Background: an optimization exercise with open tools, aiming at small area, a short achievable clock period and few clock cycles. Do not read the settings as production practice.
Function was checked by simulation only, so behaviour that the tests miss may differ from the original.
Power figures rest on the tool's default switching activity, not on a simulated workload.

==> flow/design.v <==
package ram_skeleton_pkg;
  localparam logic [3:0] HEAD_TYPE_ID = 4'd5;
  localparam int         MAX_BANKS    = 4;
  localparam int         BANK_W       = 2;
  function automatic logic [11:0] bist_pattern(input logic [11:0] seed,
                                               input logic [6:0]  index,
                                               input logic        pass);
    logic [11:0] p;
    p = seed ^ {5'd0, index};
    bist_pattern = pass ? ~p : p;
  endfunction
endpackage
module ram_aoi222 (input logic a0, s0, a1, s1, a2, s2, output logic y);
  assign y = !((a0 && s0) || (a1 && s1) || (a2 && s2));
endmodule
module ram_aoi22 (input logic a0, s0, a1, s1, output logic y);
  assign y = !((a0 && s0) || (a1 && s1));
endmodule
module ram_a22o (input logic a0, b0, a1, b1, output logic y);
  assign y = (a0 && b0) || (a1 && b1);
endmodule
module ram_nand4 (input logic a, b, c, d, output logic y);
  assign y = !(a && b && c && d);
endmodule
module ram_nand3 (input logic a, b, c, output logic y);
  assign y = !(a && b && c);
endmodule
module ram_nor4 (input logic a, b, c, d, output logic y);
  assign y = !(a || b || c || d);
endmodule
module ram_nor3 (input logic a, b, c, output logic y);
  assign y = !(a || b || c);
endmodule
module skeleton_ram_bist
#(
  parameter int BITWIDTH_IN   = 12,
  parameter int BITWIDTH_SYS  = 16,
  parameter int BITWIDTH_HEAD = 26,
  parameter int BITWIDTH_ADR  = 6,
  parameter int NUM_BANKS     = 2
) (
  input  logic                     CLK_SYS,
  input  logic                     RSTN,
  input  logic                     EN,
  input  logic                     TRGG_START_CALC,
  input  logic                     MODE,
  input  logic                     RnW,
  input  logic [1:0]               BANK_SEL,
  input  logic [BITWIDTH_ADR-1:0]  ADR,
  input  logic [BITWIDTH_SYS-1:0]  DATA_IN,
  output logic [BITWIDTH_SYS-1:0]  DATA_OUT,
  output logic [BITWIDTH_HEAD-1:0] DATA_HEAD,
  output logic                     RDY,
  output logic                     ERR
);
  localparam int IN    = BITWIDTH_IN;    
  localparam int SYS   = BITWIDTH_SYS;   
  localparam int NW    = 128;            
  localparam int NG    = 43;             
  localparam int NQ    = 11;             
  localparam int CNT_W = 9;              
  logic              rdy_q;       
  logic              busy_q;      
  logic              rd_q;        
  logic              pass_q;
  logic              done_q;      
  logic              fin_q;       
  logic [6:0]        idx_q;
  logic [IN-1:0]     seed_q;
  logic              cmp_q, cmp_pass_q;
  logic [6:0]        cmp_idx_q;
  logic [CNT_W-1:0]  cnt_q;
  logic [SYS-1:0]    data_out_q;
  logic              err_q;
  logic [IN-1:0]     mem [NW];
  logic              accept, man_wr, man_rd, idx_last;
  logic              we, out_en, mismatch;
  logic [IN-1:0]     mem_din, pattern, exp_word, word;
  logic [7:0]        lo_m, lo_b;
  logic [15:0]       hi_m, hi_b;
  logic [NW-1:0]     sel;
  assign accept   = rdy_q && EN && TRGG_START_CALC;
  assign man_wr   = accept && !MODE && RnW;
  assign man_rd   = accept && !MODE && !RnW;
  assign idx_last = &idx_q;
  assign pattern  = ram_skeleton_pkg::bist_pattern(seed_q, idx_q, pass_q);
  assign exp_word = ram_skeleton_pkg::bist_pattern(seed_q, cmp_idx_q, cmp_pass_q);
  assign mismatch = cmp_q && (data_out_q[SYS-1 -: IN] != exp_word);
  for (genvar a = 0; a < 8; a++) begin : g_lo
    assign lo_m[a] = rdy_q && (ADR[2:0] == 3'(a));
    assign lo_b[a] = busy_q && !fin_q && (idx_q[2:0] == 3'(a));
  end
  for (genvar b = 0; b < 16; b++) begin : g_hi
    assign hi_m[b] = !BANK_SEL[1] && ({BANK_SEL[0], ADR[5:3]} == 4'(b));
    assign hi_b[b] = (idx_q[6:3] == 4'(b));
  end
  assign we      = busy_q ? (!rd_q && !done_q && !fin_q) : (EN && TRGG_START_CALC && !MODE && RnW);
  assign mem_din = busy_q ? pattern : DATA_IN[SYS-1 -: IN];
  for (genvar i = 0; i < NW; i++) begin : g_word
    ram_a22o u_sel (.a0(lo_m[i % 8]), .b0(hi_m[i / 8]), .a1(lo_b[i % 8]), .b1(hi_b[i / 8]), .y(sel[i]));
    always_ff @(posedge CLK_SYS) begin
      if (we && sel[i]) mem[i] <= mem_din;
    end
  end
  for (genvar b = 0; b < IN; b++) begin : g_bit
    logic [NG-1:0] aoi_n;
    logic [NQ-1:0] q;
    logic [2:0]    r_n;
    for (genvar g = 0; g < NG - 1; g++) begin : g_grp
      ram_aoi222 u_aoi (.a0(mem[3*g][b]), .s0(sel[3*g]), .a1(mem[3*g+1][b]), .s1(sel[3*g+1]),
                        .a2(mem[3*g+2][b]), .s2(sel[3*g+2]), .y(aoi_n[g]));
    end
    if (b < CNT_W - 4) begin : g_last_cnt
      ram_aoi222 u_aoi (.a0(mem[NW-2][b]), .s0(sel[NW-2]), .a1(mem[NW-1][b]), .s1(sel[NW-1]),
                        .a2(cnt_q[b+4]), .s2(fin_q), .y(aoi_n[NG-1]));
    end else begin : g_last
      ram_aoi22 u_aoi (.a0(mem[NW-2][b]), .s0(sel[NW-2]), .a1(mem[NW-1][b]), .s1(sel[NW-1]),
                       .y(aoi_n[NG-1]));
    end
    for (genvar k = 0; k < NQ - 1; k++) begin : g_q
      ram_nand4 u_nand (.a(aoi_n[4*k]), .b(aoi_n[4*k+1]), .c(aoi_n[4*k+2]), .d(aoi_n[4*k+3]), .y(q[k]));
    end
    ram_nand3 u_nand_l (.a(aoi_n[40]), .b(aoi_n[41]), .c(aoi_n[42]), .y(q[NQ-1]));
    ram_nor4  u_nor0 (.a(q[0]), .b(q[1]), .c(q[2]), .d(q[3]), .y(r_n[0]));
    ram_nor4  u_nor1 (.a(q[4]), .b(q[5]), .c(q[6]), .d(q[7]), .y(r_n[1]));
    ram_nor3  u_nor2 (.a(q[8]), .b(q[9]), .c(q[10]),          .y(r_n[2]));
    ram_nand3 u_out  (.a(r_n[0]), .b(r_n[1]), .c(r_n[2]),     .y(word[b]));
  end
  assign out_en = man_rd || (busy_q && rd_q && !done_q) || fin_q || (!rdy_q && !busy_q);
  always_ff @(posedge CLK_SYS) begin
    if (out_en) data_out_q <= {word, fin_q ? cnt_q[3:0] : 4'b0000};
  end
  always_ff @(posedge CLK_SYS or negedge RSTN) begin
    if (!RSTN) begin
      rdy_q  <= 1'b0;
      busy_q <= 1'b0;
      fin_q  <= 1'b0;
      err_q  <= 1'b0;
    end else begin
      if (!busy_q) begin
        rdy_q <= 1'b1;
        if (accept && MODE) begin
          busy_q <= 1'b1;
          rdy_q  <= 1'b0;
          err_q  <= 1'b0;
        end
      end else begin
        if (done_q) fin_q <= 1'b1;
        if (fin_q) begin
          fin_q  <= 1'b0;
          busy_q <= 1'b0;
          rdy_q  <= 1'b1;
        end
        if (mismatch) err_q <= 1'b1;
      end
    end
  end
  always_ff @(posedge CLK_SYS) begin
    if (!busy_q) begin
      rd_q   <= 1'b0;
      pass_q <= 1'b0;
      done_q <= 1'b0;
      idx_q  <= '0;
      cnt_q  <= '0;
      seed_q <= DATA_IN[SYS-1 -: IN];
    end else begin
      if (!done_q && !fin_q) begin
        idx_q <= idx_q + 7'd1;
        if (idx_last) begin
          rd_q <= !rd_q;
          if (rd_q) begin
            pass_q <= 1'b1;
            if (pass_q) done_q <= 1'b1;
          end
        end
      end else begin
        done_q <= 1'b0;
      end
      if (mismatch) cnt_q <= cnt_q + CNT_W'(1);
    end
    cmp_q      <= busy_q && rd_q && !done_q && !fin_q;
    cmp_idx_q  <= idx_q;
    cmp_pass_q <= pass_q;
  end
  assign DATA_OUT  = data_out_q;
  assign RDY       = rdy_q;
  assign ERR       = err_q;
  assign DATA_HEAD = BITWIDTH_HEAD'({ram_skeleton_pkg::HEAD_TYPE_ID, 6'(BITWIDTH_ADR), 2'(NUM_BANKS - 1),
                                     4'd0, 5'(BITWIDTH_IN), 5'(BITWIDTH_IN)});
endmodule
==> flow/run.sh <==
#!/bin/bash
# synth_recipe.tcl (not shown) runs the flow's synth.tcl, then flattens the netlist and writes it again
# the make line also repeats each setting of config.mk as NAME=value (left out here)
make -C /OpenROAD-flow-scripts/flow DESIGN_CONFIG=/design/flow/config.mk WORK_HOME=/design/flow/orfs CLKGATE_MAP_FILE= SYNTH_SCRIPT=/design/flow/synth_recipe.tcl finish
==> flow/config.mk <==
export PLATFORM = sky130hd
export DESIGN_NAME = skeleton_ram_bist
export DESIGN_NICKNAME = skeleton_ram_bist
export VERILOG_FILES = /design/flow/design.v
export SDC_FILE = /design/flow/constraint.sdc
export NUM_CORES = 4
export LEC_CHECK = 0
export CAP_MARGIN = 20
export CORE_MARGIN = 2
export CORE_UTILIZATION = 40
export SLEW_MARGIN = 20
export SYNTH_HIERARCHICAL = 1
==> flow/constraint.sdc <==
create_clock -name core_clock -period 5.0 [get_ports {CLK_SYS}]
set_input_delay 1.0000 -clock core_clock [delete_from_list [all_inputs] [get_ports {CLK_SYS}]]
set_output_delay 1.0000 -clock core_clock [all_outputs]
set_load 0.01 [all_outputs]
==> impl_metrics.csv, run 1 <==
group,metric,value,unit
die,fp.dieH,385,µm
cts,cts.sinks,1596,
synth,syn_area,57900,µm²
timing,relSlewSlack,20.4,%
grt,overflow,0,
placement,dp_hpwl,95.1,mm
synth,yosysMostFrequentCell,"edfxtp_1",
grt,grt_usage,20.7,%
detailed_routing,vias,32361,
grt,grt_pass1_wl,221,mm
setup_path,startpoint,"fin_q$_DFFE_PN0P_",
cells_and_area,final_core_util,46.5,%
power_and_ir_drop,leakage,21.0,nW
timing,finalWorstSetupSlack,744,ps
power_and_ir_drop,ir_drop,0.000320,V
synth,syn_inst,2854,
cts,cts_tree,"done",
run,drv_cap,0,
cts,clk_pin_slew,60,ps
placement,portBuffers,43,
cells_and_area,drive_gt1_share,13.0,%
synth,yosysSeqAreaShare,82.2,%
die,rows,139,
die,io_pins,74,
timing,whs,436,ps
timing,finalSetupViolCount,0,
cts,clkLatencyLatePin,790,ps
timing,fmax,235,MHz
setup_path,endpoint_kind,"flop",
cts,numCtsBuffers,158,
timing,finalHoldViolations,0,
setup_path,cp-start-kind,"flop",
detailed_routing,drc,0,
cells_and_area,area_growth,15.4,%
setup_path,cp_max_fo,14,
detailed_routing,met1_length,62.6,mm
detailed_routing,routed-wl-met2,72.4,mm
placement,place.gp.congestion,0.829,
synth,ys_warn_count,9,
cts,ctsRootBufferMaster,"clkbuf_16",
timing,fin_crit_sh,85.1,%
detailed_routing,wl,155,mm
cts,cts-htree-levels,4,
die,start_util,40.3,%
synth,synthArstFlopShare,0.251,%
detailed_routing,route.antenna.remaining_nets,0,
placement,place_ws,190,ps
synth,yosysUniqueCellTypes,45,
power_and_ir_drop,total_power,26.0,mW
setup_path,worstPathRequired,5500,ps
synth,synth_seq_cells,1596,
timing,fin_worst_skew,31.2,ps
cts,post_cts_buffers,0,
die,die_x,385,µm
detailed_routing,wire_per_inst,29.9,µm
detailed_routing,drt_iter0_markers,5584,
placement,placed_area,61900,µm²
cells_and_area,nets,3209,
timing,period_needed,4260,ps
status,status,"finished clean",
detailed_routing,viasPerCell,6.22,
synth,synth_edf_count,1564,
timing,worst_pin_slew,1190,ps
detailed_routing,firstDrtPassIters,22,
cells_and_area,final_area,66900,µm²
min_path,hold_class,"in -> async",
synth,synth.area.top_cells,"edfxtp_1 (81%), a222oi_1 (8.8%), a22o_1 (1.9%), and2_1 (1.4%), nand4_1 (1.4%)",
die,core_region_area,144000,µm²
cts,clock_path_buffers,3,
grt,antenna_found_initial,5,
die,die_area,148000,µm²
setup_path,r2r_start,"fin_q$_DFFE_PN0P_",
cts,cts_resized,0,
synth,ys_top_cells_by_count,"edfxtp_1 (1,564), a222oi_1 (509), and2_1 (132)",
grt,grt_max_degree,129,
timing,rsz0062_at_grt,"no",
timing,slew_viol_final,0,
setup_path,crit_arrival,4750,ps
synth,synth.largest_area_cell,"edfxtp_1",
synth,synth.top_cell.area_share,81.1,%
cts,ctsHoldBuffers,0,
power_and_ir_drop,p_per_area,389,nW/µm²
grt,grt_pass1_vias,31428,
detailed_routing,wl_met3,15.8,mm
setup_path,crit_type,"reg -> reg",
synth,avgSynthCellArea,20.3,µm²
detailed_routing,routed.top_layer,"met4",
synth,synth_ff_type,"edfxtp_1",
==> power breakdown <==
group | leakage [nW] | internal (mW) | switching (mW)
Sequential | 14.3 | 14.5 | 0
Clock | 2.43 | 6.54 | 4.94
Combinational | 4.25 | 0.0216 | 0.0328
Total | 21.0 | 21.0 | 4.98
==> per-stage QoR <==
step                instances  setup TNS (ps)
finish                   5204               0
global route             5201               0
floorplan                2878         -307400
CTS                      5200               0
global placement         4913               0
detailed placement       4914               0
==> kinds of logic after synthesis <==
family	after synthesis	share of synthesized area (%)
AO/OA/AOI/OAI	670	11.2
buffers and inverters	60	0.559
adder cells (fa/ha/maj)	7	0.151
other	2	0.0130
XOR/XNOR	45	0.680
flip-flops	1596	82.2
AND/OR/NAND/NOR	456	4.85
multiplexers	18	0.326
==> path summary, 6_finish.rpt <==
kind / to / slack, ps / cells after the start
setup reg to reg: data_out_q[14]$_DFFE_PP_ / 740 / 8
setup / recovery: data_out_q[14]$_DFFE_PP_ / 740 / 8
max in group asynchronous: busy_q$_DFF_PN0_ / 4360 / 1
hold reg to reg: cmp_idx_q[1]$_DFF_P_ / 450 / 0
hold / removal: err_q$_DFFE_PN0P_ / 440 / 1
min in group core_clock: cmp_idx_q[1]$_DFF_P_ / 450 / 0
==> worst max-delay path: stages (launching register included) <==
cell	delay, ps
dfrtp_1	670
inv_1	240
and3_1	560
buf_4	340
a22o_1	440
a222oi_1	610
nand4_1	340
nor4_2	610
nand3_1	130
==> routing by layer <==
layer	up-vias	GRT usage (%)
li1	13684	-
met1	16698	29.3
met2	1758	32.0
met3	221	4.13
met4	0	6.72
met5	-	0
==> Yosys stat by module, one instance, submodules excluded <==
module             area [µm²]  flip-flops and latches  cells inside  copies in the design
ram_a22o                 8.76                       0             1                   128
ram_aoi222               10.0                       0             1                   509
ram_nor3                 10.0                       0             1                    12
ram_nor4                 12.5                       0             1                    24
ram_aoi22                12.5                       0             1                     7
skeleton_ram_bist       50300                    1596          2030                     1
ram_nand4                6.26                       0             1                   120
ram_nand3                5.00                       0             1                    24
==> registers in the layout, summed over array words and instances (netlist names) <==
name,count
seed_q,12
pass_q,1
idx_q,7
cmp_idx_q,7
cmp_q,1
err_q,1
fin_q,1
done_q,1
cmp_pass_q,1
mem,1536
rdy_q,1
rd_q,1
cnt_q,9
busy_q,1
data_out_q,16
==> cells in the final DEF (no fill, tap or decap), types with 6 or more instances in the layout <==
master / count
a21oi_1: 7
a222oi_1: 509
a22o_1: 128
a22oi_2: 7
and2_1: 132
and3_1: 9
buf_12: 12
buf_4: 134
bufinv_16: 9
clkbuf_1: 46
clkbuf_16: 162
clkbuf_8: 7
clkdlybuf4s50_1: 43
clkinv_1: 29
clkinv_2: 19
conb_1: 26
dfxtp_1: 28
edfxtp_1: 1564
ha_1: 7
mux2_4: 7
mux2i_1: 11
nand2_1: 29
nand2b_1: 18
nand3_1: 31
nand4_1: 126
nor2_1: 42
nor2_2: 6
nor3_1: 12
nor3_2: 15
nor4_2: 24
xnor2_1: 31
xor2_1: 14
==> layout make-up <==
type | instances | area, µm²
diodes | 3 | 7.51
clock buffers | 215 | 4320
clock inverters | 71 | 651
fillers | 12129 | 76800
inverters | 5 | 18.8
multi-input cells | 1222 | 10200
flip-flops and latches | 1596 | 47600
well taps | 1903 | 2380
repair buffers | 189 | 1680
Testbench counts, summed over its fixed seeds: cycles 3,200.
==> inputs of run 2 (changes only) <==
--- a/flow/config.mk
+++ b/flow/config.mk
@@ -8,5 +8,6 @@
 export CAP_MARGIN = 20
 export CORE_MARGIN = 2
 export CORE_UTILIZATION = 40
+export SETUP_SLACK_MARGIN = 2.4
 export SLEW_MARGIN = 20
 export SYNTH_HIERARCHICAL = 1
==> run 2 against run 1 <==
Compared with the run above: still clean; routed wire length increased by 8.7%; clock skew shrank 8.3 ps; die area unchanged; synthesized cell count stayed put; power hardly changed; via count grew 4.9%; sequential share of layout area is 2.9 points lower; global-route usage grew 1.5 points; critical path type unchanged.
==> impl_metrics.csv, run 2 <==
group,metric,value,unit
status,status,"finished clean",
power_and_ir_drop,ir_drop,0.000379,V
setup_path,r2r_start,"idx_q[1]$_SDFFE_PN0P_",
synth,synth.largest_area_cell,"edfxtp_1",
cells_and_area,nFillCells,11844,
die,core_region_area,144000,µm²
timing,worst_pin_slew,1060,ps
timing,slew_viol_final,0,
setup_path,crit_arrival,3770,ps
cells_and_area,nets,3346,
die,die_x,385,µm
cts,clock_path_buffers,3,
setup_path,endpoint_kind,"flop",
timing,tns,0,ps
synth,synth.area.top_cells,"edfxtp_1 (81%), a222oi_1 (8.8%), a22o_1 (1.9%), and2_1 (1.4%), nand4_1 (1.4%)",
timing,finalHoldViolations,0,
synth,avgSynthCellArea,20.3,µm²
power_and_ir_drop,leakage,22.5,nW
grt,overflow,0,
placement,dp_hpwl,97.1,mm
cells_and_area,final_common_cell,"edfxtp_1",
setup_path,crit_type,"reg -> reg",
detailed_routing,wl,169,mm
setup_path,cp-start-kind,"flop",
synth,yosysUniqueCellTypes,45,
setup_path,reg2reg_slack,1760,ps
cells_and_area,area_growth,20.4,%
detailed_routing,drt_iter0_markers,6264,
min_path,hold_class,"in -> async",
synth,yosysSeqAreaShare,82.2,%
detailed_routing,drc,0,
die,fp.dieH,385,µm
timing,relSlewSlack,29.2,%
cts,numCtsBuffers,159,
setup_path,worstPathRequired,5530,ps
synth,ys_warn_count,9,
timing,fin_crit_sh,64.8,%
die,rows,139,
synth,synthArstFlopShare,0.251,%
synth,synth_seq_cells,1596,
power_and_ir_drop,swShare,19.4,%
synth,yosysMostFrequentCell,"edfxtp_1",
power_and_ir_drop,p_clk_share,44.0,%
cells_and_area,layout.cells.most_common_list,"edfxtp_1 (1,564), a222oi_1 (509), buf_4 (207)",
cts,cts_tree,"done",
cts,ctsRootBufferMaster,"clkbuf_16",
die,io_pins,74,
grt,grt_pass1_wl,234,mm
detailed_routing,wire_per_inst,31.6,µm
placement,place.gp.congestion,0.827,
timing,period_needed,3240,ps
timing,rsz0062_at_grt,"yes",
placement,portBuffers,43,
setup_path,cp_max_fo,7,
detailed_routing,firstDrtPassIters,21,
detailed_routing,route.antenna.remaining_nets,0,
cts,cts-htree-levels,4,
synth,syn_area,57900,µm²
synth,synth_edf_count,1564,
detailed_routing,viasPerCell,6.35,
timing,fmax,308,MHz
cts,clk_pin_slew,60,ps
power_and_ir_drop,pwr-share-comb,0.4,%
grt,grt_max_degree,129,
run,drv_cap,0,
cells_and_area,final_cells,5348,
grt,grt_usage,22.1,%
synth,synth.top_cell.area_share,81.1,%
power_and_ir_drop,seq_power_share,55.6,%
power_and_ir_drop,p_sw,5.04,mW
setup_path,r2r_cells,10,
timing,fin_worst_skew,22.9,ps
cts,clkLatencyLatePin,790,ps
timing,finalSetupViolCount,0,
synth,ys_top_cells_by_count,"edfxtp_1 (1,564), a222oi_1 (509), and2_1 (132)",
power_and_ir_drop,p_per_area,373,nW/µm²
cells_and_area,largest_reg_flops,1536,
die,die_area,148000,µm²
cts,ctsHoldBuffers,0,
setup_path,reg2reg_to,"data_out_q[5]$_DFFE_PP_",
cells_and_area,drive_gt1_share,26.2,%
synth,synth_ff_type,"edfxtp_1",
power_and_ir_drop,intPower,20.9,mW
placement,dpl.cell_count,4894,
cells_and_area,largestRegisters,"mem x1536, data_out_q x16, seed_q x12",
grt,antenna_found_initial,4,
cells_and_area,top_register,"mem",
synth,syn_inst,2854,
cts,cts.sinks,1596,
grt,grt_pass1_vias,32056,
detailed_routing,vias,33958,
die,start_util,40.3,%
## run 2: cells by family (layout without fill, tap and decap cells)
group | after synthesis | after routing | synth area share (%)
other cells | 2 | 28 | 0.0130
xor+xnor | 45 | 45 | 0.680
compound gates | 670 | 679 | 11.2
buf+inv | 60 | 610 | 0.559
mux | 18 | 18 | 0.326
flops | 1596 | 1596 | 82.2
fa+ha+maj | 7 | 7 | 0.151
simple gates | 456 | 462 | 4.85
## run 2: stage by stage
step / total power, mW / cell area (µm²) / worst slack [ps] / utilization (%) / hold slack [ps]
3_5_place_dp: 14.8 / 62100 / 415 / 43.2 / 474
4_1_cts: 26.1 / 68900 / 1890 / 48.0 / 416
3_3_place_gp: 14.8 / 62100 / 466 / 43.2 / 460
2_1_floorplan: 14.8 / 58500 / 2270 / - / 329
5_1_grt: 26.7 / 69700 / 1780 / 48.5 / 435
6_report: 26.0 / 69700 / 1760 / 48.5 / 458
## run 2: power by group through the flow
stage	Combinational [mW]	Clock [mW]	Sequential (mW)
floorplan	0.0356	0	14.7
global placement	0.0682	0	14.7
detailed placement	0.0681	0	14.7
CTS	0.0810	11.6	14.5
global route	0.0953	12.1	14.4
finish	0.0923	11.4	14.5
## run 2: how the worst max path moves through the flow
stage,from,endpoint,slack (ps),depth (start not counted)
3_5_place_dp,ADR[0],data_out_q[15]$_DFFE_PP_,420,10
3_3_place_gp,ADR[2],data_out_q[10]$_DFFE_PP_,470,9
4_1_cts,idx_q[1]$_SDFFE_PN0P_,data_out_q[5]$_DFFE_PP_,1890,9
6_report,idx_q[1]$_SDFFE_PN0P_,data_out_q[5]$_DFFE_PP_,1760,10
5_1_grt,busy_q$_DFF_PN0_,data_out_q[6]$_DFFE_PP_,1780,10
2_1_floorplan,ADR[0],data_out_q[10]$_DFFE_PP_,2270,7
## run 2: Yosys stat by module (local to each module, per instance)
module	copies in the design	flops+latches	cells inside	area [µm²]
ram_nand3	24	0	1	5.00
ram_a22o	128	0	1	8.76
ram_nor4	24	0	1	12.5
ram_nand4	120	0	1	6.26
ram_nor3	12	0	1	10.0
ram_aoi222	509	0	1	10.0
skeleton_ram_bist	1	1596	2030	50300
ram_aoi22	7	0	1	12.5
## run 2: per-layer routing
| metal | wire length [µm] | part of all wire (%) | GRT usage [%] |
|---|---|---|---|
| met1 | 66800 | 40 | 31.4 |
| met2 | 78300 | 46 | 34.1 |
| met3 | 18700 | 11 | 4.67 |
| met4 | 5170 | 3.1 | 7.32 |
| met5 | 9 | 0.0053 | 0 |
## run 2: repair_timing
| item | 4_1_cts | 5_1_grt |
|---|---|---|
| endpoints found under the setup margin | 1811 | 1115 |
| setup buffers | 95 | 42 |
| gates cloned | 13 | 7 |
| resized for setup | 307 | 93 |
| pin swaps | 141 | 79 |
## run 2: cell type report
type	instances	area, µm²	share of cell area (%)
Sequential cell	1596	47700	68.3
Multi-Input combinational cell	1237	11700	16.8
Clock buffer	201	4260	6.11
Timing Repair Buffer	310	2990	4.29
Tap cell	1903	2380	3.41
Clock inverter	94	727	1.04
Inverter	5	18.8	0.0269
Antenna cell	2	5.00	0.00718
## run 2: worst max-delay path, stage by stage, from the launching register on
cell and delay, ps:
dfxtp_4 370, ha_4 190, ha_4 180, and3_4 210
a22o_4 270, buf_12 140, a222oi_1 560, nand4_1 380
nor4_2 370, buf_4 230, nand3_2 70
==> inputs of run 3 (changes only) <==
--- a/flow/design.v
+++ b/flow/design.v
@@ -88,11 +88,9 @@
   assign mismatch = cmp_q && (data_out_q[SYS-1 -: IN] != exp_word);
   for (genvar a = 0; a < 8; a++) begin : g_lo
     assign lo_m[a] = rdy_q && (ADR[2:0] == 3'(a));
-    assign lo_b[a] = busy_q && !fin_q && (idx_q[2:0] == 3'(a));
   end
   for (genvar b = 0; b < 16; b++) begin : g_hi
     assign hi_m[b] = !BANK_SEL[1] && ({BANK_SEL[0], ADR[5:3]} == 4'(b));
-    assign hi_b[b] = (idx_q[6:3] == 4'(b));
   end
   assign we      = busy_q ? (!rd_q && !done_q && !fin_q) : (EN && TRGG_START_CALC && !MODE && RnW);
   assign mem_din = busy_q ? pattern : DATA_IN[SYS-1 -: IN];
@@ -137,50 +135,72 @@
       fin_q  <= 1'b0;
       err_q  <= 1'b0;
     end else begin
+      busy_q <= busy_d;
+      fin_q  <= fin_d;
+      rdy_q  <= !busy_d;
       if (!busy_q) begin
-        rdy_q <= 1'b1;
-        if (accept && MODE) begin
-          busy_q <= 1'b1;
-          rdy_q  <= 1'b0;
-          err_q  <= 1'b0;
+        if (accept && MODE) err_q <= 1'b0;
+      end else if (mismatch) begin
+        err_q <= 1'b1;
+      end
+    end
+  end
+  logic       busy_d, rd_d, pass_d, done_d, fin_d;
+  logic [6:0] idx_d;
+  always_comb begin
+    busy_d = busy_q;
+    fin_d  = fin_q;
+    rd_d   = rd_q;
+    pass_d = pass_q;
+    done_d = done_q;
+    idx_d  = idx_q;
+    if (!busy_q) begin
+      busy_d = accept && MODE;
+      fin_d  = 1'b0;
+      rd_d   = 1'b0;
+      pass_d = 1'b0;
+      done_d = 1'b0;
+      idx_d  = '0;
+    end else if (fin_q) begin
+      busy_d = 1'b0;
+      fin_d  = 1'b0;
+    end else if (done_q) begin
+      done_d = 1'b0;
+      fin_d  = 1'b1;
+    end else begin
+      idx_d = idx_q + 7'd1;
+      if (idx_last) begin
+        rd_d = !rd_q;
+        if (rd_q) begin
+          pass_d = 1'b1;
+          if (pass_q) done_d = 1'b1;
         end
-      end else begin
-        if (done_q) fin_q <= 1'b1;
-        if (fin_q) begin
-          fin_q  <= 1'b0;
-          busy_q <= 1'b0;
-          rdy_q  <= 1'b1;
-        end
-        if (mismatch) err_q <= 1'b1;
       end
     end
   end
   always_ff @(posedge CLK_SYS) begin
+    rd_q   <= rd_d;
+    pass_q <= pass_d;
+    done_q <= done_d;
+    idx_q  <= idx_d;
     if (!busy_q) begin
-      rd_q   <= 1'b0;
-      pass_q <= 1'b0;
-      done_q <= 1'b0;
-      idx_q  <= '0;
       cnt_q  <= '0;
       seed_q <= DATA_IN[SYS-1 -: IN];
-    end else begin
-      if (!done_q && !fin_q) begin
-        idx_q <= idx_q + 7'd1;
-        if (idx_last) begin
-          rd_q <= !rd_q;
-          if (rd_q) begin
-            pass_q <= 1'b1;
-            if (pass_q) done_q <= 1'b1;
-          end
-        end
-      end else begin
-        done_q <= 1'b0;
-      end
-      if (mismatch) cnt_q <= cnt_q + CNT_W'(1);
+    end else if (mismatch) begin
+      cnt_q <= cnt_q + CNT_W'(1);
     end
     cmp_q      <= busy_q && rd_q && !done_q && !fin_q;
     cmp_idx_q  <= idx_q;
     cmp_pass_q <= pass_q;
+  end
+  for (genvar a = 0; a < 8; a++) begin : g_lo_b
+    always_ff @(posedge CLK_SYS or negedge RSTN) begin
+      if (!RSTN) lo_b[a] <= 1'b0;
+      else       lo_b[a] <= busy_d && !fin_d && (idx_d[2:0] == 3'(a));
+    end
+  end
+  for (genvar b = 0; b < 16; b++) begin : g_hi_b
+    always_ff @(posedge CLK_SYS) hi_b[b] <= (idx_d[6:3] == 4'(b));
   end
   assign DATA_OUT  = data_out_q;
   assign RDY       = rdy_q;
==> run 3 against run 2 <==
Compared with the run above: flip-flop and latch count is 24 higher; utilization shrank 0.85 points; sequential power is 17% higher; worst setup slack improved by 21 ps; cell area is 0.69% lower; non-clock buffer count is 114 lower; highest routed layer unchanged.
==> impl_metrics.csv, run 3 <==
group,metric,value,unit
detailed_routing,route.antenna.remaining_nets,0,
synth,yosysSeqAreaShare,82.5,%
cts,clkLatencyLatePin,800,ps
setup_path,crit_chain,"clkdlybuf4s15_2 > nand2b_4 > buf_6 > nor2_4 > a22o_4 > buf_12 > buf_4 > a222oi_1 > nand4_1 > nor4_4 > nand3_1",
timing,fmax,310,MHz
die,core_region_area,145000,µm²
setup_path,crit_arrival,3740,ps
synth,synth_seq_cells,1620,
cells_and_area,final_common_cell,"edfxtp_1",
placement,dpl.cell_count,4867,
setup_path,crit_path_max_incr_delay,480,ps
cells_and_area,nets,3239,
setup_path,reg2reg_slack,1790,ps
placement,portBuffers,43,
grt,overflow,0,
detailed_routing,vias,33051,
cts,cts-htree-levels,4,
synth,synth_edf_count,1564,
power_and_ir_drop,ir_drop,0.000344,V
die,die_area,149000,µm²
grt,grt_pass1_wl,228,mm
synth,synth.largest_area_cell,"edfxtp_1",
timing,relSlewSlack,29.7,%
setup_path,cp_max_fo,7,
cells_and_area,largest_reg_flops,1536,
die,die_x,386,µm
timing,tns,0,ps
cts,cts_tree,"done",
timing,rsz0062_at_grt,"yes",
die,fp.dieH,386,µm
detailed_routing,firstDrtPassIters,13,
min_path,hold_class,"reg -> reg",
detailed_routing,wire_per_inst,31.0,µm
timing,finalHoldViolations,0,
setup_path,cp.buffers_inverters,4,
timing,slew_viol_final,0,
detailed_routing,drc,0,
detailed_routing,wl,163,mm
synth,syn_area,58400,µm²
timing,period_needed,3220,ps
timing,finalSetupViolCount,0,
placement,place_ws,338,ps
synth,synth.area.top_cells,"edfxtp_1 (80%), a222oi_1 (8.7%), a22o_1 (1.9%), dfxtp_1 (1.5%), and2_1 (1.4%)",
setup_path,endpoint_kind,"flop",
cts,clock_path_buffers,3,
cells_and_area,largestRegisters,"mem x1536, data_out_q x16, hi_b x16",
setup_path,critPathSlowestCell,"nand4_1",
cts,ctsRootBufferMaster,"clkbuf_16",
placement,place.gp.congestion,0.829,
grt,antenna_found_initial,8,
detailed_routing,drt_iter0_markers,5601,
synth,synthArstFlopShare,0.741,%
power_and_ir_drop,p_per_area,477,nW/µm²
timing,whs,469,ps
cells_and_area,layout.cells.most_common_list,"edfxtp_1 (1,564), a222oi_1 (509), clkbuf_16 (161)",
cells_and_area,drive_gt1_share,22.9,%
synth,synth_ff_type,"edfxtp_1",
power_and_ir_drop,total_power,33.0,mW
timing,worst_pin_slew,1050,ps
cells_and_area,nFillCells,11839,
cells_and_area,top_register,"mem",
run,drv_cap,0,
synth,syn_inst,2872,
setup_path,worstPathRequired,5520,ps
detailed_routing,viasPerCell,6.29,
synth,yosysMostFrequentCell,"edfxtp_1",
synth,avgSynthCellArea,20.3,µm²
synth,ys_warn_count,9,
status,status,"finished clean",
die,io_pins,74,
timing,fin_worst_skew,33.1,ps
cts,clk_pin_slew,60,ps
cts,numCtsBuffers,160,
cts,ctsHoldBuffers,0,
cells_and_area,final_cells,5253,
setup_path,cp-start-kind,"input port",
grt,grt_pass1_vias,31503,
setup_path,crit_type,"in -> reg",
cells_and_area,area_growth,18.7,%
cts,cts.sinks,1620,
power_and_ir_drop,leakage,22.1,nW
setup_path,critical-path-top-delay-family,"simple AND/OR/NAND/NOR gates",
synth,yosysUniqueCellTypes,45,
grt,grt_usage,21.5,%
die,rows,140,
die,start_util,40.2,%
synth,ys_top_cells_by_count,"edfxtp_1 (1,564), a222oi_1 (509), and2_1 (132)",
timing,finalWorstSetupSlack,1780,ps
synth,synth.top_cell.area_share,80.5,%
grt,grt_max_degree,129,
timing,fin_crit_sh,64.4,%
placement,dp_hpwl,95.1,mm
==> run 3: cell count changes after synthesis, moves of 8 or more <==
cell	previous run	this run
nor2_1	48	61
and3_1	10	2
dfxtp_1	28	44
dfrtp_1	4	12
==> run 3: area by class of cell <==
class | instances | area (µm²) | share of cell area (%)
Antenna cell | 2 | 5.00 | 0.00723
Clock buffer | 213 | 4290 | 6.20
Clock inverter | 77 | 840 | 1.21
Inverter | 5 | 18.8 | 0.0271
Multi-Input combinational cell | 1223 | 11600 | 16.7
Sequential cell | 1620 | 48200 | 69.5
Tap cell | 1917 | 2400 | 3.46
Timing Repair Buffer | 196 | 1950 | 2.82
==> run 3: report_power, final <==
| part | switching (mW) | internal, mW | total [mW] |
|---|---|---|---|
| clock | 5.14 | 6.70 | 11.8 |
| sequential | 0.368 | 16.5 | 16.9 |
| combinational | 3.22 | 1.04 | 4.26 |
| total | 8.73 | 24.3 | 33.0 |
==> run 3: per-layer routing <==
metal / track usage (%) / wire, µm / up-vias
met5: 0 / 23 / -
met4: 6.29 / 4330 / 4
met3: 4.84 / 17900 / 270
met2: 32.8 / 75100 / 1843
met1: 30.9 / 65300 / 17132
li1: - / - / 13802
==> run 3: logic make-up after synthesis <==
kind of cell	count (synthesis)	share of synthesized area [%]
flops	1620	82.5
other cells	2	0.0129
xor+xnor	43	0.645
compound gates	682	11.2
mux	15	0.277
fa+ha+maj	3	0.0643
buf+inv	57	0.549
simple gates	450	4.73
==> run 3: per-module statistics from Yosys, one instance, submodules excluded <==
module	area [µm²]	flops+latches	cells inside	copies in the design
ram_nor3	10.0	0	1	12
skeleton_ram_bist	50800	1620	2048	1
ram_nand3	5.00	0	1	24
ram_nand4	6.26	0	1	120
ram_nor4	12.5	0	1	24
ram_a22o	8.76	0	1	128
ram_aoi22	12.5	0	1	7
ram_aoi222	10.0	0	1	509
==> run 3: path summary, 6_finish.rpt <==
path	from	endpoint	cells past startpoint
max	ADR[0]	data_out_q[12]$_DFFE_PP_	11
min	idx_q[3]$_DFF_P_	cmp_idx_q[3]$_DFF_P_	0
max reg2reg	rdy_q$_DFF_PN0_	data_out_q[12]$_DFFE_PP_	10
min reg2reg	idx_q[3]$_DFF_P_	cmp_idx_q[3]$_DFF_P_	0
max in group asynchronous	RSTN	busy_q$_DFF_PN0_	1
min in group asynchronous	RSTN	lo_b[0]$_DFF_PN0_	1
==> run 3: per-stage QoR <==
step | utilization (%) | area, µm²
4_1_cts | 47.3 | 68700
3_5_place_dp | 42.7 | 62000
5_1_grt | 47.7 | 69200
2_1_floorplan | - | 58800
3_3_place_gp | 42.7 | 62000
6_report | 47.7 | 69200
==> run 3: what timing repair did <==
item	4_1_cts	5_1_grt
cloned	5	1
setup buffers	71	17
pin swaps	112	40
setup endpoints to repair	2211	1297
resized for setup	330	106
Testbench counts of run 3, summed over its fixed seeds: cycles 3,200.
==> inputs of run 4 (changes only) <==
--- a/flow/design.v
+++ b/flow/design.v
@@ -96,9 +96,14 @@
   assign mem_din = busy_q ? pattern : DATA_IN[SYS-1 -: IN];
   for (genvar i = 0; i < NW; i++) begin : g_word
     ram_a22o u_sel (.a0(lo_m[i % 8]), .b0(hi_m[i / 8]), .a1(lo_b[i % 8]), .b1(hi_b[i / 8]), .y(sel[i]));
-    always_ff @(posedge CLK_SYS) begin
-      if (we && sel[i]) mem[i] <= mem_din;
-    end
+    logic          wsel, wsel_n;
+    logic [IN-1:0] nxt;
+    assign wsel   = we && sel[i];
+    assign wsel_n = !wsel;
+    for (genvar b = 0; b < IN; b++) begin : g_hold
+      ram_a22o u_hold (.a0(mem[i][b]), .b0(wsel_n), .a1(mem_din[b]), .b1(wsel), .y(nxt[b]));
+    end
+    always_ff @(posedge CLK_SYS) mem[i] <= nxt;
   end
   for (genvar b = 0; b < IN; b++) begin : g_bit
     logic [NG-1:0] aoi_n;
==> run 4 against run 3 <==
Compared with the run above: combinational power increased by 55%; non-clock buffer count increased by 184; count of clock-buffer cells in the layout increased by 33; flip-flop and latch count unchanged; power increased by 4.7%; final cell count increased by 35%; worst setup slack got worse by 48 ps; via count increased by 44%; worst hold slack got worse by 40 ps; cell area about the same; register-to-register slack got worse by 60 ps; critical endpoint is now data_out_q[5]$_DFFE_PP_; highest routed layer unchanged.
==> impl_metrics.csv, run 4 <==
group,metric,value,unit
synth,synth.top_cell.area_share,55.9,%
power_and_ir_drop,p_per_area,498,nW/µm²
timing,fmax,306,MHz
setup_path,endpoint_kind,"flop",
timing,tns,0,ps
setup_path,crit_arrival,3800,ps
synth,synth_edf_count,28,
synth,yosysUniqueCellTypes,49,
timing,whs,429,ps
grt,overflow,0,
timing,fin_worst_skew,28.6,ps
grt,grt_max_degree,129,
placement,portBuffers,43,
cts,clkLatencyLatePin,800,ps
die,die_area,144000,µm²
cells_and_area,drive_gt1_share,18.0,%
timing,slew_viol_final,0,
die,start_util,40.4,%
cells_and_area,top_register,"mem",
setup_path,reg2reg_to,"data_out_q[5]$_DFFE_PP_",
detailed_routing,vias,47591,
timing,relSlewSlack,21.1,%
power_and_ir_drop,swShare,30.6,%
synth,yosysSeqAreaShare,57.9,%
cells_and_area,final_area,69300,µm²
cts,ctsHoldBuffers,0,
timing,finalHoldViolations,0,
die,io_pins,74,
cells_and_area,nets,5103,
grt,grt_pass1_wl,303,mm
die,rows,137,
cells_and_area,area_growth,22.5,%
setup_path,worstPathRequired,5540,ps
setup_path,critPathSlowestCell,"a222oi_1",
placement,place.gp.congestion,0.856,
detailed_routing,drc,0,
cts,numCtsBuffers,164,
cells_and_area,layout.cells.most_common_list,"dfxtp_1 (1,579), a22o_1 (1,553), a222oi_1 (509)",
setup_path,r2r_start,"rdy_q$_DFF_PN0_",
synth,ys_top_cells_by_count,"a22o_1 (1,664), dfxtp_1 (1,580), a222oi_1 (509)",
grt,antenna_found_initial,9,
die,core_region_area,140000,µm²
power_and_ir_drop,seq_power_share,44.8,%
detailed_routing,firstDrtPassIters,14,
cells_and_area,largestRegisters,"mem x1536, data_out_q x16, hi_b x16",
run,drv_cap,0,
min_path,whs_endpoint,"cmp_idx_q[5]$_DFF_P_",
synth,syn_inst,4527,
detailed_routing,met1_length,90.0,mm
die,fp.dieH,380,µm
cells_and_area,largest_reg_flops,1536,
cts,clock_path_buffers,3,
timing,rsz0062_at_grt,"yes",
synth,yosysMostFrequentCell,"a22o_1",
min_path,hold_class,"reg -> reg",
synth,synthArstFlopShare,0.741,%
grt,grt_pass1_vias,44728,
setup_path,crit_path_max_incr_delay,620,ps
placement,place_ws,305,ps
power_and_ir_drop,p_clk_share,36.1,%
cts,ctsRootBufferMaster,"clkbuf_16",
synth,synth_seq_cells,1620,
cells_and_area,final_common_cell,"dfxtp_1",
setup_path,cp_max_fo,7,
power_and_ir_drop,leakage,26.9,nW
placement,placed_area,61500,µm²
detailed_routing,viasPerCell,6.72,
synth,syn_area,56600,µm²
cells_and_area,nFillCells,12474,
die,die_x,380,µm
cts,cts.sinks,1620,
detailed_routing,routed-wl-met2,89.8,mm
power_and_ir_drop,pwr-share-comb,19.1,%
setup_path,crit_cells,9,
min_path,worstHoldStart,"idx_q[5]$_DFF_P_",
setup_path,r2r_cells,9,
synth,synth_ff_type,"dfxtp_1",
setup_path,crit_type,"reg -> reg",
cts,cts-htree-levels,4,
cts,clk_pin_slew,60,ps
setup_path,startpoint,"rdy_q$_DFF_PN0_",
detailed_routing,routed.top_layer,"met5",
timing,fin_crit_sh,65.4,%
detailed_routing,drt_iter0_markers,7078,
timing,finalWorstSetupSlack,1730,ps
placement,dp_hpwl,119,mm
status,status,"finished clean",
timing,period_needed,3270,ps
detailed_routing,route.antenna.remaining_nets,0,
synth,avgSynthCellArea,12.5,µm²
detailed_routing,wl_met3,22.1,mm
timing,worst_pin_slew,1180,ps
detailed_routing,wl,211,mm
setup_path,crit_chain,"nand2_4 > nor3_4 > buf_12 > buf_8 > a22o_4 > a222oi_1 > nand4_1 > nor4_4 > nand3_1",
power_and_ir_drop,p_sw,10.6,mW
cts,cts_tree,"done",
min_path,whs_path_depth,0,
timing,finalSetupViolCount,0,
detailed_routing,wire_per_inst,29.8,µm
grt,grt_usage,27.4,%
power_and_ir_drop,ir_drop,0.000478,V
setup_path,reg2reg_slack,1730,ps
setup_path,cp.buffers_inverters,2,
power_and_ir_drop,intPower,24.0,mW
synth,synth.area.top_cells,"dfxtp_1 (56%), a22o_1 (26%), a222oi_1 (9.0%), edfxtp_1 (1.5%), nand4_1 (1.4%)",
synth,synth.largest_area_cell,"dfxtp_1",
synth,ys_warn_count,9,
setup_path,critical-path-top-delay-family,"simple AND/OR/NAND/NOR gates",
setup_path,cp-start-kind,"flop",
-- run 4: cell count changes in the layout (fill, tap and decap cells not counted), moves of 55 or more --
| cell | before | now |
|---|---|---|
| and2_2 | 70 | 0 |
| edfxtp_1 | 1564 | 28 |
| a22o_1 | 6 | 1553 |
| nand2_1 | 23 | 133 |
| inv_1 | 5 | 82 |
| dfxtp_1 | 43 | 1579 |
| buf_4 | 108 | 284 |
| and2_4 | 55 | 0 |
-- run 4: area by class of cell --
type | instances | area, µm² | share of cell area [%]
inverters | 133 | 683 | 0.986
multi-input cells | 2767 | 24600 | 35.5
repair inverters | 4 | 30.0 | 0.0433
clock inverters | 52 | 513 | 0.740
diodes | 6 | 15.0 | 0.0217
repair buffers | 380 | 3350 | 4.84
well taps | 1876 | 2350 | 3.39
flip-flops and latches | 1620 | 32800 | 47.3
clock buffers | 246 | 4940 | 7.13
-- run 4: Yosys stat by module (local to each module, per instance), a selection --
module	flip-flops and latches	area (µm²)
ram_aoi22	0	12.5
ram_nand3	0	5.00
ram_nor4	0	12.5
skeleton_ram_bist	1620	35500
ram_nand4	0	6.26
ram_nor3	0	10.0
ram_a22o	0	8.76
-- run 4: repair_timing --
| action | CTS | global route |
|---|---|---|
| setup endpoints to repair | 1588 | 1189 |
| setup buffers | 77 | 15 |
| resized for setup | 275 | 115 |
| pin swaps | 86 | 68 |
| endpoints found under the hold margin | 0 | 0 |
| cloned | 18 | 7 |
-- run 4: cells by family (layout without fill, tap and decap cells) --
logic type               Yosys count  in the layout  share of synthesized area [%]
XOR/XNOR                          43             43                          0.679
adder cells (fa/ha/maj)            3              3                         0.0664
buffers and inverters            183            815                           1.40
AND/OR/NAND/NOR                  447            449                           4.34
flip-flops                      1620           1620                           57.9
multiplexers                      12             23                          0.230
AO/OA/AOI/OAI                   2217           2223                           35.3
other                              2             32                         0.0133
-- run 4: worst register-to-register path, cell delays in order, from the launching register on --
cell and delay (ps):
dfrtp_2 480, nand2_4 110, nor3_4 50, buf_12 170
buf_8 160, a22o_4 310, a222oi_1 630, nand4_1 460
nor4_4 520, nand3_1 130
-- run 4: power groups by stage --
stage	clock [mW]	combinational, mW	sequential [mW]
after floorplan	0	3.14	15.4
after global placement	0	5.43	15.7
after detailed placement	0	5.55	15.7
after CTS	12.6	6.26	15.4
after global routing	13.1	6.78	15.6
final	12.5	6.61	15.5
-- run 4: worst max-delay path by stage --
stage,endpoint
3_3_place_gp,data_out_q[13]$_DFFE_PP_
3_5_place_dp,data_out_q[15]$_DFFE_PP_
2_1_floorplan,mem[0][11]$_DFF_P_
6_report,data_out_q[5]$_DFFE_PP_
5_1_grt,data_out_q[10]$_DFFE_PP_
4_1_cts,data_out_q[7]$_DFFE_PP_
-- run 4: per-layer routing --
layer	GRT usage, %	up-vias
li1	-	20676
met1	38.6	23950
met2	40.0	2529
met3	6.32	430
met4	11.8	6
met5	0	-
-- run 4: per-stage QoR --
| step | cells | util (%) | power [mW] |
|---|---|---|---|
| 2_1_floorplan | 4551 | - | 18.5 |
| 3_3_place_gp | 6660 | 43.9 | 21.1 |
| 3_5_place_dp | 6663 | 43.9 | 21.3 |
| 4_1_cts | 7056 | 49.0 | 34.3 |
| 5_1_grt | 7080 | 49.5 | 35.5 |
| 6_report | 7084 | 49.5 | 34.5 |
Testbench counts of run 4, summed over its fixed seeds: cycles 3,200.

==> what the ideal ports hide <==
The results above use ideal ports. As a check the final layouts listed here were re-extracted and re-timed, cells and wires unchanged.
Step 1 sets driving cells, clkbuf_16 on the clock port and buf_2 on the other inputs (assumed; they add their load-dependent delay and slew).
Step 2 moves the port delays by t, midway between the first and last clock arrival at a register: inputs arrive t later, outputs are due t later. That takes back most of the time a late clock gives input paths.
Slacks: no drivers / after step 1 / after step 2; pairs: no drivers / after step 1.
run	t, ns	setup WS [ns]	worst setup path at the end	slew at the worst register clock pin (ns)	worst slew at a driven data input, ns
run 1	0.857	0.744 / 0.744 / 0.135	input to register	0.07 / 0.07	0.16
run 2	0.853	1.758 / 1.758 / 0.961	input to register	0.07 / 0.07	0.09
run 3	0.867	1.779 / 1.777 / 0.910	input to register	0.07 / 0.07	0.19
run 4	0.866	1.731 / 1.658 / 0.792	input to register	0.07 / 0.07	0.16
After both steps every run listed still meets setup and hold. The setup slack of run 4, which loses most, moves by -0.073 ns with the drivers and by -0.939 ns with both steps.
